Background: an optimization exercise with open tools, aiming at small area. Do not read the settings as production practice.
At most, simulation tests tie the RTL to the original design; equivalence was not proved.
Power is estimated from default activity; no workload was simulated.

## 05-11
## can_dma_top
module can_dma_top
(
    input  wire         bs,
    input  wire         rst_n,
    input  wire         reg_wr,
    input  wire         reg_rd,
    input  wire  [15:0] reg_addr,
    input  wire  [31:0] reg_wdata,
    output logic [31:0] reg_rdata,
    output logic        bus_busreq,
    output logic        bus_write,
    output logic [31:0] bus_addr,
    output logic [31:0] bus_wdata,
    input  wire         bus_grant,
    input  wire  [31:0] bus_rdata,
    output logic        can_start,
    output logic [63:0] can_data,
    output logic [28:0] can_id,
    output logic  [7:0] can_quanta_div,
    output logic  [5:0] can_prop_quanta,
    output logic  [5:0] can_seg1_quanta,
    output logic  [3:0] can_datalen,
    output logic        can_format,
    output logic  [1:0] can_frame_type,
    input  wire         can_busy
);
For scale: ~17000 um^2 of cells after synthesis.
export LEC_CHECK = 0
export CAP_MARGIN = 0
export CORE_MARGIN = 2
export CORE_UTILIZATION = 50
export SLEW_MARGIN = 0
create_clock -name core_clock -period 7.0 [get_ports {bs}]
standard.sh (not shown) runs the stock make flow with config.mk's settings and CLKGATE_MAP_FILE= SYNTH_SCRIPT=/design/flow/synth_recipe.tcl, a recipe that flattens the netlist after the stock synthesis.
==> flow/flow/run.sh <==
#!/bin/bash
# Standard layout, with the smallest buffer on every port and a clock tree
# of small buffers without dummy loads; gates off the critical paths are
# downsized after global routing.
set -euo pipefail
export BUFFER_PORTS_ARGS="-buffer_cell sky130_fd_sc_hd__buf_1"
export RECOVER_POWER=100
export CTS_ARGS="-sink_clustering_enable -repair_clock_nets -dont_use_dummy_load -buf_list sky130_fd_sc_hd__clkbuf_4 -sink_clustering_size 9 -sink_clustering_max_diameter 50"
bash standard.sh > standard.log 2>&1
Although 05-11 finished all stages, its layout failed final checks on max-capacitance violations, max-slew violations.
For 05-09, these inputs were changed with respect to 05-11:
==> flow/flow/run.sh <==
#!/bin/bash
# Standard layout, with the smallest buffer on every port and a clock tree
# of small buffers without dummy loads.
set -euo pipefail
export BUFFER_PORTS_ARGS="-buffer_cell sky130_fd_sc_hd__buf_1"
export CTS_ARGS="-sink_clustering_enable -repair_clock_nets -dont_use_dummy_load -buf_list sky130_fd_sc_hd__clkbuf_4 -sink_clustering_size 8 -sink_clustering_max_diameter 60"
bash standard.sh > standard.log 2>&1
Results
- 05-09 | stages: all done | timing, DRC, antenna: all pass
- Higher max-cap violation count among 05-09 and 05-11: 05-11
- The first-pass GRT wire length on 05-11 is in line with that on 05-09.
- From 05-11 to 05-09 the numbers moved as follows: sequential share of layout area moved down; total wire length after detailed routing level.
- Delta (05-09 minus 05-11): layout overhead on the synthesized area grew by 1.4 points; global-route met3 utilization now sits higher; share of final layout cell area taken by clock buffers and inverters essentially unchanged.
- Relative to 05-11, peak supply drop has increased by 5.7% in 05-09.
- Number of global-route vias before repair: 05-09 higher than 05-11
- Vias: 05-09 fewer than 05-11

========
can_dma_top again, from the RTL that the note above started with.
export LEC_CHECK = 0
export CAP_MARGIN = 0
export CORE_MARGIN = 2
export CORE_UTILIZATION = 50
export SLEW_MARGIN = 0
create_clock -name core_clock -period 7.0 [get_ports {bs}]
==> flow/flow/run.sh <==
#!/bin/bash
# Standard layout, with the smallest buffer on every port, gates off the
# critical paths downsized before the placement repair, and a clock tree of
# small buffers without dummy loads.
set -euo pipefail
export BUFFER_PORTS_ARGS="-buffer_cell sky130_fd_sc_hd__buf_1"
export PRE_RESIZE_TCL="$PWD/flow/pre_resize.tcl"
export CTS_ARGS="-sink_clustering_enable -repair_clock_nets -dont_use_dummy_load -buf_list sky130_fd_sc_hd__clkbuf_4 -sink_clustering_size 9 -sink_clustering_max_diameter 50"
bash standard.sh > standard.log 2>&1
==> flow/flow/pre_resize.tcl <==
# Before the placement repair: shrink the gates that synthesis sized up on
# paths with slack to spare; repair_design then fixes any slew or load limit.
set_dont_use $::env(DONT_USE_CELLS)
estimate_parasitics -placement
repair_timing -recover_power 100 -verbose
The starting point ran to the end with no violations.
Edit:
--- a/flow/flow/run.sh
+++ b/flow/flow/run.sh
@@ -1,5 +1,4 @@
 #!/bin/bash
-# Standard layout, with the smallest buffer on every port, gates off the
-# critical paths downsized before the placement repair, and a clock tree of
-# small buffers without dummy loads.
+# Standard layout, with the smallest buffer on every port and a clock tree
+# of small buffers without dummy loads; high-fanout nets are buffered by gain.
 set -euo pipefail
==> flow/flow/pre_resize.tcl (replaced) <==
# Buffer the high-fanout nets by gain before the standard placement repair.
set_dont_use $::env(DONT_USE_CELLS)
estimate_parasitics -placement
repair_design -verbose -buffer_gain 4.0 -cap_margin $::env(CAP_MARGIN) -slew_margin $::env(SLEW_MARGIN) -match_cell_footprint
Effect: Now the flow stopped in placement repair (3_4_place_resized). Area after synthesis is unchanged. Synthesized cell count does not change.
Edit:
==> flow/flow/run.sh (replaced) <==
#!/bin/bash
# Standard layout, with the smallest buffer on every port, gates off the
# critical paths downsized after the placement repair, and a clock tree of
# small buffers without dummy loads.
set -euo pipefail
export BUFFER_PORTS_ARGS="-buffer_cell sky130_fd_sc_hd__buf_1"
export POST_RESIZE_TCL="$PWD/flow/post_resize.tcl"
export CTS_ARGS="-sink_clustering_enable -repair_clock_nets -dont_use_dummy_load -buf_list sky130_fd_sc_hd__clkbuf_4 -sink_clustering_size 9 -sink_clustering_max_diameter 50"
bash standard.sh > standard.log 2>&1
==> flow/flow/post_resize.tcl (new file) <==
# After the placement repair: shrink the gates on paths with slack to spare,
# then repair any slew or load limit that broke.
estimate_parasitics -placement
repair_timing -recover_power 100 -verbose
repair_design -verbose -cap_margin $::env(CAP_MARGIN) -slew_margin $::env(SLEW_MARGIN) -match_cell_footprint
removed: flow/flow/pre_resize.tcl
What happened: Now the flow produced a clean layout; synthesized cell count stays the same; synthesized area is unchanged.
Edit:
==> flow/flow/run.sh (replaced) <==
#!/bin/bash
# Standard layout, with the smallest buffer on every port and a clock tree
# of small buffers without dummy loads.
set -euo pipefail
export BUFFER_PORTS_ARGS="-buffer_cell sky130_fd_sc_hd__buf_1"
export CTS_ARGS="-sink_clustering_enable -repair_clock_nets -dont_use_dummy_load -buf_list sky130_fd_sc_hd__clkbuf_4 -sink_clustering_size 8 -sink_clustering_max_diameter 60"
bash standard.sh > standard.log 2>&1
--- a/flow/config.mk
+++ b/flow/config.mk
@@ -9,3 +9,3 @@
 export CORE_MARGIN = 2
-export CORE_UTILIZATION = 50
+export CORE_UTILIZATION = 40
 export SLEW_MARGIN = 0
removed: flow/flow/post_resize.tcl
Non-clock buffer count falls by 10.
Combinational power rises by about 2.4%.
Cell area rises by about 0.6%.
Total power rises by 1.3%.
Die area rises by about 24%.
Maximum frequency falls by about 0.8%.

========
can_dma_top, a different RTL version from the one above (not shown whole).
Size in the first run: about 1000 cells after synthesis, roughly 17000 sq um of cells after synthesis.
export LEC_CHECK = 0
export CAP_MARGIN = 0
export CORE_MARGIN = 2
export CORE_UTILIZATION = 50
export SLEW_MARGIN = 0
create_clock -name core_clock -period 7.0 [get_ports {bs}]
==> flow/flow/run.sh <==
#!/bin/bash
# Standard layout, with the smallest buffer on every port and a clock tree
# of small buffers without dummy loads.
set -euo pipefail
export BUFFER_PORTS_ARGS="-buffer_cell sky130_fd_sc_hd__buf_1"
export CTS_ARGS="-sink_clustering_enable -repair_clock_nets -dont_use_dummy_load -buf_list sky130_fd_sc_hd__clkbuf_8 -sink_clustering_size 16 -sink_clustering_max_diameter 60"
bash standard.sh > standard.log 2>&1
Then changed:
==> flow/flow/run.sh (replaced) <==
#!/bin/bash
# Standard layout, with the smallest buffer on every port and a clock tree
# of small buffers without dummy loads.
set -euo pipefail
export BUFFER_PORTS_ARGS="-buffer_cell sky130_fd_sc_hd__buf_1"
export CTS_ARGS="-sink_clustering_enable -repair_clock_nets -dont_use_dummy_load -buf_list sky130_fd_sc_hd__clkbuf_4 -sink_clustering_size 8 -sink_clustering_max_diameter 60"
bash standard.sh > standard.log 2>&1
Clock-buffer cell count is higher by 23; final cell count is higher by 1.3%; die area stays the same; combinational power is about the same; register-to-register slack improved by 0.02 ns; final area hardly moves; setup slack improved by 0.0038 ns; utilization is lower by 0.15 points; clock power is lower by about 5%; sequential cell count does not change.
Then changed:
==> flow/flow/run.sh (replaced) <==
#!/bin/bash
# Standard layout, with the smallest buffer on every port and a clock tree
# of small buffers without dummy loads.
set -euo pipefail
export BUFFER_PORTS_ARGS="-buffer_cell sky130_fd_sc_hd__buf_1"
export CTS_ARGS="-sink_clustering_enable -repair_clock_nets -dont_use_dummy_load -buf_list sky130_fd_sc_hd__clkbuf_4 -sink_clustering_size 10 -sink_clustering_max_diameter 50"
bash standard.sh > standard.log 2>&1
After rerunning: Combinational power barely changes; cell count went down by about 0.5%; fmax is about the same; register-to-register slack gets worse by 0.04 ns; die area stays the same; global-route usage went down by 0.18 points; wire length went down by 0.48%; setup slack gets better by 0.012 ns.

========
can_dma_top, a different RTL version from the one above (not shown whole).
For scale: ~430 flip-flops, roughly 310 I/O pins, roughly 17000 µm² of cells after synthesis.
==> flow/config.mk <==
export PLATFORM = sky130hd
export DESIGN_NAME = can_dma_top
export DESIGN_NICKNAME = can_dma_top
export VERILOG_FILES = /design/flow/design.v
export SDC_FILE = /design/flow/constraint.sdc
export NUM_CORES = 4
export LEC_CHECK = 0
export CAP_MARGIN = 20
export CORE_MARGIN = 2
export CORE_UTILIZATION = 30
export CTS_BUF_LIST = sky130_fd_sc_hd__clkbuf_4
export SLEW_MARGIN = 20
==> flow/constraint.sdc <==
create_clock -name core_clock -period 7.0 [get_ports {bs}]
set_input_delay 1.4000 -clock core_clock [delete_from_list [all_inputs] [get_ports {bs}]]
set_output_delay 1.4000 -clock core_clock [all_outputs]
set_load 0.01 [all_outputs]
==> flow/flow/run.sh <==
#!/bin/bash
# Standard layout, with the smallest buffer on every port and a clock tree
# without dummy loads.
set -euo pipefail
export BUFFER_PORTS_ARGS="-buffer_cell sky130_fd_sc_hd__buf_1"
export CTS_ARGS="-sink_clustering_enable -repair_clock_nets -dont_use_dummy_load -buf_list sky130_fd_sc_hd__clkbuf_4"
bash standard.sh > standard.log 2>&1
Next try:
==> flow/flow/run.sh (replaced) <==
#!/bin/bash
# Standard layout, with the smallest buffer on every port.
set -euo pipefail
export BUFFER_PORTS_ARGS="-buffer_cell sky130_fd_sc_hd__buf_1"
bash standard.sh > standard.log 2>&1
Hold slack loses 13 ps.
Clock power went up by 40%.
Sequential share of layout area drops by 1.9 points.
Total power goes up by 11%.
Worst setup slack hardly moves.
Final area came out higher by 3.3%.
Clock skew went down by 15 ps.
Core utilization grows by 1.2 points.
Wire length came out higher by 0.73%.
Cell count grows by 4.2%.
Next try:
==> flow/flow/run.sh (replaced) <==
#!/bin/bash
# Standard layout, with the smallest buffer on every port and a clock tree
# without dummy loads.
set -euo pipefail
export BUFFER_PORTS_ARGS="-buffer_cell sky130_fd_sc_hd__buf_1"
export CTS_ARGS="-sink_clustering_enable -repair_clock_nets -dont_use_dummy_load -buf_list sky130_fd_sc_hd__clkbuf_4 -sink_clustering_size 12"
bash standard.sh > standard.log 2>&1
--- a/flow/config.mk
+++ b/flow/config.mk
@@ -8,5 +8,5 @@
 export CAP_MARGIN = 20
 export CORE_MARGIN = 2
-export CORE_UTILIZATION = 30
+export CORE_UTILIZATION = 50
 export CTS_BUF_LIST = sky130_fd_sc_hd__clkbuf_4
 export SLEW_MARGIN = 20
What happened:
- setup slack is worse by 9.4 ps
- wire length fell by roughly a tenth
- global-route usage is higher by 10 points
- critical path depth does not change
- fmax stays flat
- final cell count decreases by about a fifth
- die area fell by well over a third
- sequential power barely changes
- area after synthesis stays the same
- first-iteration DRC count shrinks by a few percent
- synthesized cell count does not change
Next try:
==> flow/run.sh (new file) <==
#!/bin/bash
# synth_recipe.tcl (not shown) runs the flow's synth.tcl, then flattens the netlist and writes it again
# the make line also repeats each setting of config.mk as NAME=value (left out here)
make -C /OpenROAD-flow-scripts/flow DESIGN_CONFIG=/design/flow/config.mk WORK_HOME=/design/flow/orfs CLKGATE_MAP_FILE= SYNTH_SCRIPT=/design/flow/synth_recipe.tcl finish
--- a/flow/config.mk
+++ b/flow/config.mk
@@ -8,5 +8,5 @@
 export CAP_MARGIN = 20
 export CORE_MARGIN = 2
-export CORE_UTILIZATION = 50
+export CORE_UTILIZATION = 30
 export CTS_BUF_LIST = sky130_fd_sc_hd__clkbuf_4
 export SLEW_MARGIN = 20
removed: flow/flow/run.sh
removed: flow/standard.sh
What happened: The changed run finished with timing, DRC and antenna clean. Wire length rose by 13%. Clock power came out higher by 35%. Fmax decreases by 11%. Sequential share of layout area fell by 7.8 points. Area after synthesis does not change. Design area goes up by 14%. Via count climbs by 1.8%. Sequential power stays flat. Die area came out higher by 65%.
Function was not checked in any run of this note: the RTL went through the layout flow alone.

========
## Q
can_dma_top, a different RTL version from the one above (not shown whole).
Size in the first run: ~310 I/O pins.
export LEC_CHECK = 0
export CAP_MARGIN = 20
export CORE_MARGIN = 2
export CORE_UTILIZATION = 50
export SLEW_MARGIN = 20
create_clock -name core_clock -period 7.0 [get_ports {bs}]
==> flow/flow/run.sh <==
#!/bin/bash
# Standard layout, with the smallest buffer on every port and a clock tree
# of small buffers without dummy loads.
set -euo pipefail
export BUFFER_PORTS_ARGS="-buffer_cell sky130_fd_sc_hd__buf_1"
export CTS_ARGS="-sink_clustering_enable -repair_clock_nets -dont_use_dummy_load -buf_list sky130_fd_sc_hd__clkbuf_8 -sink_clustering_size 14 -sink_clustering_max_diameter 80"
bash standard.sh > standard.log 2>&1
Q did not stop at any stage, and its layout met the timing, DRC and antenna checks.
Here is what was changed in the inputs of T compared with Q.
Settings: a change of CAP_MARGIN from 20 to 0; a change of SLEW_MARGIN from 20 to 0.
==> flow/flow/run.sh <==
#!/bin/bash
# Standard layout, with the smallest buffer on every port and a clock tree
# of small buffers without dummy loads.
set -euo pipefail
export BUFFER_PORTS_ARGS="-buffer_cell sky130_fd_sc_hd__buf_1"
export CTS_ARGS="-sink_clustering_enable -repair_clock_nets -dont_use_dummy_load -buf_list sky130_fd_sc_hd__clkbuf_4 -sink_clustering_size 8 -sink_clustering_max_diameter 60"
bash standard.sh > standard.log 2>&1
==> comparison <==
Diff Q -> T: switching power share of the total climbed 0.60 points, largest vdd supply drop went down about 20%, met3 track demand over resource in global routing picked up an extra 0.86 points, clock network fraction of total power -0.8 points, final core utilization has decreased. Logic depth of the worst register-to-register path: T vs Q identical. Q and T ended up with roughly the same clock-pin slew of the registers on the worst-case setup and hold paths. Delta (T minus Q): minimum clock period +0.0087 ns, sequential share of layout area picked up an extra 0.21 points, largest buffer count on any clock path essentially unchanged.

-- afterwards: timing with drivers on the ports --
No port has a modelled driver above. Below, the same layouts with a new extraction and two added sets of constraints.
Step 1 (the two cells are an assumption about what drives the block):
set clk [get_ports {bs}]
set_driving_cell -lib_cell sky130_fd_sc_hd__clkbuf_16 $clk
set_driving_cell -lib_cell sky130_fd_sc_hd__buf_2 [delete_from_list [all_inputs] $clk]
Step 2 moves the port delays by t, midway between the first and last clock arrival at a register: inputs arrive t later, outputs are due t later. That takes back most of the time a late clock gives input paths.
Slacks: ideal ports / drivers / drivers and shift; pairs: ideal ports / drivers.
| run | shift t [ns] | setup slack, ns | worst setup path after step 2 |
|---|---|---|---|
| 05-11 | 0.741 | 1.410 / 1.386 / 1.386 | input to output |
| 05-09 | 0.743 | 1.831 / 1.807 / 1.807 | input to output |
| the first run of note 2 | 0.742 | 1.926 / 1.905 / 1.905 | input to output |
| the third run of note 2 | 0.742 | 1.926 / 1.905 / 1.905 | input to output |
| the fourth run of note 2 | 0.834 | 1.887 / 1.868 / 1.868 | input to output |
| the first run of note 3 | 0.589 | 1.838 / 1.807 / 1.807 | input to output |
| the second run of note 3 | 0.778 | 1.842 / 1.808 / 1.808 | input to output |
| the third run of note 3 | 0.728 | 1.854 / 1.816 / 1.816 | input to output |
| the first run of note 4 | 0.851 | 1.880 / 1.854 / 1.854 | input to output |
| the second run of note 4 | 0.887 | 1.877 / 1.850 / 1.850 | input to output |
| the third run of note 4 | 0.779 | 1.867 / 1.817 / 1.817 | input to output |
| the fourth run of note 4 | 0.885 | 1.232 / 1.202 / 1.202 | input to output |
| Q | 0.593 | 1.633 / 1.597 / 1.597 | input to output |
| T | 0.793 | 1.624 / 1.589 / 1.589 | input to output |
The setup slack of the third run of note 4, which loses most, moves by -0.050 ns with the drivers and by -0.050 ns with both steps.
